From an optimization exercise on the open Yosys and OpenROAD flow, aimed at small area, a short achievable clock period and few clock cycles per item; shortcuts taken in it are not production practice. RTL that was checked went through simulation tests only; none was proved equivalent to the original.

red:
// sad_disparity_core
module sad_disparity_core #(
    parameter int CAMERA_HSIZE   = 100,
    parameter int CAMERA_VSIZE   = 100,
    parameter int PIXEL_WIDTH    = 8,
    parameter int MAX_DISP       = 16,
    parameter int WIN_SIZE       = 5,
    parameter int BUF_ADDR_WIDTH = 32,
    parameter int DISP_WIDTH     = 4,
    localparam int COST_WIDTH    = PIXEL_WIDTH + $clog2(WIN_SIZE) + 1
) (
    input  logic                      clk,
    input  logic                      rst_n,
    input  logic                      frame_start,
    output logic [BUF_ADDR_WIDTH-1:0] buf_raddr,
    output logic                      buf_rready,
    input  logic                      buf_rvalid,
    input  logic [PIXEL_WIDTH-1:0]    buf_rdata_l,
    input  logic [PIXEL_WIDTH-1:0]    buf_rdata_r,
    output logic [DISP_WIDTH-1:0]     disp_out,
    output logic                      disp_valid,
    input  logic                      disp_ready,
    output logic                      sad_done
);
    localparam int PW      = PIXEL_WIDTH;
    localparam int NUM_PIX = CAMERA_HSIZE * CAMERA_VSIZE;
  ...
clock: 30.0 ns
lec_check: 0
cap_margin: 20
core_margin: 2
core_utilization: 40
cts_cluster_diameter: 70
cts_cluster_size: 24
slew_margin: 20
standard.sh (not shown) runs the stock make flow with config.mk's settings and CLKGATE_MAP_FILE= SYNTH_SCRIPT=/design/flow/synth_recipe.tcl, a recipe that flattens the netlist after the stock synthesis.
==> flow/flow/run.sh <==
#!/bin/bash
# The standard layout (standard.sh, all ORFS steps unchanged) with one difference:
# the buffers that global placement puts on every input and output port are
# sky130_fd_sc_hd__buf_4 instead of the delay cell buffer_ports picks by default.
# make's full output goes to standard.log; each ORFS step keeps its own log under orfs/logs.
set -euo pipefail
export BUFFER_PORTS_ARGS="-buffer_cell sky130_fd_sc_hd__buf_4"
bash standard.sh > standard.log 2>&1
Having completed the whole flow, red delivered a layout that passed the timing, DRC and antenna checks.
Setup changes, red to blue
--- a/flow/design.v
+++ b/flow/design.v
@@ -111,65 +111,65 @@
     assign hist_en = iv | flush;
     always_ff @(posedge clk) begin
         if (hist_en) begin
             lhn[0] <= iln;
             rh[0]  <= ir;
             for (int j = 1; j < NLH; j++) lhn[j] <= lhn[j-1];
             for (int j = 1; j < NRH; j++) rh[j]  <= rh[j-1];
         end
     end
     logic [MAX_DISP-1:0] sg1, sg2;
     always_ff @(posedge clk) begin
         for (int d = 0; d < MAX_DISP; d++) begin
-            sg1[d] <= ~(~iln < ((d == 0) ? ir : rh[(d == 0) ? 0 : d - 1]));
-            sg2[d] <= ~(~lhn[WIN_SIZE - 1] < rh[d + WIN_SIZE - 1]);
+            sg1[d] <= (((d == 0) ? ir : rh[(d == 0) ? 0 : d - 1]) < ~iln);
+            sg2[d] <= (rh[d + WIN_SIZE - 1] < ~lhn[WIN_SIZE - 1]);
         end
     end
     logic          pend;              
     logic [SW-1:0] s  [MAX_DISP];
     logic [SW-1:0] s_nxt [MAX_DISP];
     logic          sv;
     logic [XW-1:0] scol;
     always_comb begin
         logic [PW-1:0] b, e, an, cn;
         logic [PW:0]   cy1, cy2;
         logic [PW-1:0] t1, t2, m1, m2;
         logic          s1, s2;
         logic [SW-1:0] y, z, sm, cr, q;
         logic [SW:0]   cf;
         an = lhn[0];
         cn = lhn[WIN_SIZE];
         for (int d = 0; d < MAX_DISP; d++) begin
             b  = rh[d];
             e  = rh[d + WIN_SIZE];
             s1 = sg1[d];
             s2 = sg2[d];
-            cy1[0] = 1'b0;
-            cy2[0] = 1'b0;
+            cy1[0] = 1'b1;
+            cy2[0] = 1'b1;
             for (int i = 0; i < PW; i++) begin
                 t1[i]    = b[i] ^ an[i] ^ cy1[i];
                 cy1[i+1] = (b[i] & an[i]) | (b[i] & cy1[i]) | (an[i] & cy1[i]);
                 t2[i]    = e[i] ^ cn[i] ^ cy2[i];
                 cy2[i+1] = (e[i] & cn[i]) | (e[i] & cy2[i]) | (cn[i] & cy2[i]);
             end
             m1 = t1 ^ {PW{s1}};
             m2 = t2 ^ {PW{~s2}};
             y  = SW'(m1);
             z  = {{(SW-PW){1'b1}}, m2};
             for (int i = 0; i < SW; i++) begin
                 sm[i] = s[d][i] ^ y[i] ^ z[i];
                 cr[i] = (s[d][i] & y[i]) | (s[d][i] & z[i]) | (y[i] & z[i]);
             end
-            q = {cr[SW-2:0], ~s1};
-            cf[0] = s2;
+            q = {cr[SW-2:0], s1};
+            cf[0] = ~s2;
             for (int i = 0; i < SW; i++) begin
                 s_nxt[d][i] = sm[i] ^ q[i] ^ cf[i];
                 cf[i+1]     = (sm[i] & q[i]) | (sm[i] & cf[i]) | (q[i] & cf[i]);
             end
         end
     end
     always_ff @(posedge clk or negedge rst_n) begin
         if (!rst_n) begin
             for (int d = 0; d < MAX_DISP; d++) s[d] <= '0;
             pend <= 1'b0;
             sv   <= 1'b0;
             scol <= XW'(CAMERA_HSIZE - 1);
[summary]
Comparing blue and red, the higher multiplexer share of the synthesized area is on blue.
On depth of the worst register-to-register path: blue sits below red.
blue ended with less synthesis-to-finish area growth than red.
Higher worst hold slack was reported by blue, not red.
No functional check of the RTL was part of any run of this note.

* * *

## the reference run
Another version of the RTL of sad_disparity_core (not shown whole).
Size in the first run: about 3,700 cells after synthesis, roughly 40,000 µm² of cells after synthesis.
Settings: LEC_CHECK=0, CAP_MARGIN=20, CORE_MARGIN=2, CORE_UTILIZATION=60, CTS_CLUSTER_DIAMETER=70, CTS_CLUSTER_SIZE=24, SLEW_MARGIN=20; clock period 30.0 ns.
==> flow/flow/run.sh <==
#!/bin/bash
# The standard layout (standard.sh, all ORFS steps unchanged) with one difference:
# the buffers that global placement puts on every input and output port are
# sky130_fd_sc_hd__buf_2 instead of the delay cell buffer_ports picks by default.
# make's full output goes to standard.log; each ORFS step keeps its own log under orfs/logs.
set -euo pipefail
export BUFFER_PORTS_ARGS="-buffer_cell sky130_fd_sc_hd__buf_2"
bash standard.sh > standard.log 2>&1
The following lists how the trial run was set up differently from the reference run:
--- a/flow/design.v
+++ b/flow/design.v
@@ -42,28 +42,29 @@
     logic             rr;
     logic [AW-1:0]    addr;
     logic [AW-1:0]    addr_inc;
     logic             addr_last;
     logic [2:0]       cnt;
     logic             iv;
+    logic             dv;            
     logic             done_q;
     assign flush      = (fl_cnt != FLW'(FLN));
     assign buf_rready = rr;
     assign buf_raddr  = BUF_ADDR_WIDTH'(addr);
     assign addr_last  = (addr == AW'(NUM_PIX - 1));
     assign addr_inc   = addr_last ? '0 : addr + 1'b1;
     assign sad_done   = done_q;
     logic [2:0] cnt_a, cnt_b;
     logic       cred_a, cred_b;      
     logic       rr_nb, rr_b;         
     logic       done_b;
     assign cnt_a  = cnt + iv;
-    assign cnt_b  = cnt + iv - disp_valid;
+    assign cnt_b  = cnt + iv - dv;
     assign cred_a = (cnt_a <= 3'(CAP - 2));
     assign cred_b = (cnt_b <= 3'(CAP - 2));
-    assign done_b = running & ~reading & ~iv & disp_valid & (cnt == 3'd1);
+    assign done_b = running & ~reading & ~iv & dv & (cnt == 3'd1);
     always_comb begin
         logic cred;
         cred = disp_ready ? cred_b : cred_a;
         if (reading) begin
             rr_nb = cred & ~flush;
             rr_b  = cred & ~flush & ~addr_last;
@@ -261,12 +262,14 @@
     assign pword = pd;
     logic [OW-1:0]  fifo [FD];
     logic [FPW-1:0] wp, rp;
     logic [FPW:0]   fcnt;
     logic           f_empty;
     logic [OW-1:0]  oword;
+    logic           dvn;             
+    assign dv      = ~dvn;
     assign f_empty = (fcnt == '0);
     always_ff @(posedge clk) begin
         if (a_vld) fifo[wp] <= pword;
     end
     function automatic logic [FPW-1:0] ptr_inc(input logic [FPW-1:0] p, input logic en);
         if (!en)                      ptr_inc = p;
@@ -280,37 +283,39 @@
     always_comb begin
         logic load0, take0, push0, take1, push1;
         logic [OW-1:0] head;
         head  = f_empty ? pword : fifo[rp];
         take1 = ~f_empty;
         push1 = a_vld & ~f_empty;
-        load0 = ~disp_valid;
+        load0 = ~dv;
         take0 = load0 & ~f_empty;
         push0 = a_vld & ~(load0 & f_empty);
         rp_1   = ptr_inc(rp, take1);
         rp_0   = ptr_inc(rp, take0);
         wp_1   = ptr_inc(wp, push1);
         wp_0   = ptr_inc(wp, push0);
         fcnt_1 = fcnt + (FPW+1)'(push1) - (FPW+1)'(take1);
         fcnt_0 = fcnt + (FPW+1)'(push0) - (FPW+1)'(take0);
         dv_1   = ~f_empty | a_vld;
-        dv_0   = disp_valid | ~f_empty | a_vld;
+        dv_0   = dv | ~f_empty | a_vld;
         ow_1   = head;
-        ow_0   = disp_valid ? oword : head;
+        ow_0   = dv ? oword : head;
     end
     always_ff @(posedge clk or negedge rst_n) begin
         if (!rst_n) begin
             wp         <= '0;
             rp         <= '0;
             fcnt       <= '0;
             disp_valid <= 1'b0;
+            dvn        <= 1'b1;
         end else begin
             wp         <= disp_ready ? wp_1   : wp_0;
             rp         <= disp_ready ? rp_1   : rp_0;
             fcnt       <= disp_ready ? fcnt_1 : fcnt_0;
             disp_valid <= disp_ready ? dv_1   : dv_0;
+            dvn        <= disp_ready ? ~dv_1  : ~dv_0;
         end
     end
     always_ff @(posedge clk) begin
         oword <= disp_ready ? ow_1 : ow_0;
     end
     assign disp_out  = oword;
### Flow results
The period utilization on the reference run is in line with that on the trial run.
The trial run vs. the reference run: data arrival time of the critical path about even; sequential share of layout area rose 0.46 points.
Clock period minus worst slack: the trial run worse than the reference run
From the reference run to the trial run the numbers moved as follows: total wire length lost about 3.4%; area of all placed cells without fillers went down by 510 µm²; worst hold slack now smaller.
Of the two values seen for highest metal layer used by the detailed router, met4 was produced by the trial run and met5 by the reference run.
The post-synthesis sequential element count of the trial run and that of the reference run are within noise of each other.
| met2 layer usage reported by global route | higher: the reference run |
Compare the reference run and the trial run | synthesis-to-finish area growth lower: the trial run
Higher post-synthesis cell count among the reference run and the trial run: the reference run
Of the trial run and the reference run, it is the trial run that has the lower share of cell area taken by multi-input logic gates.
Testbench counts of the trial run, summed over its fixed seeds: cycles 120,164, pixels 120,000.
Function not checked in the reference run: the RTL went through the layout flow alone.

==> static timing again, ports no longer ideal <==
In the flow no input, the clock included, has a driving cell. The finished layouts below were timed again as built, in two steps.
Step 1 sets driving cells, clkbuf_16 on the clock port and buf_2 on the other inputs (assumed; they add their load-dependent delay and slew).
Step 2 moves the port delays by t, midway between the first and last clock arrival at a register: inputs arrive t later, outputs are due t later. That takes back most of the time a late clock gives input paths.
a / b / c = no drivers / after step 1 / after step 2; a / b = the first two.
run | t (ns) | setup WS [ns] | slew at the worst register clock pin (ns) | worst data-port slew with drivers (ns) | cell pins on the clock port's net
red | 0.740 | 22.692 / 22.620 / 22.246 | 0.10 / 0.10 | 0.06 | 1
blue | 0.694 | 22.427 / 22.450 / 21.757 | 0.10 / 0.10 | 0.05 | 1
the reference run | 0.669 | 22.776 / 22.708 / 22.576 | 0.10 / 0.10 | 0.03 | 1
the trial run | 0.654 | 22.771 / 22.704 / 22.634 | 0.10 / 0.10 | 0.04 | 1
After both steps setup and hold are still met in every run listed. For blue, which loses most, drivers alone change the setup slack by +0.023 ns; drivers and shift together by -0.670 ns. The worst setup slack also covers recovery checks on asynchronous resets.
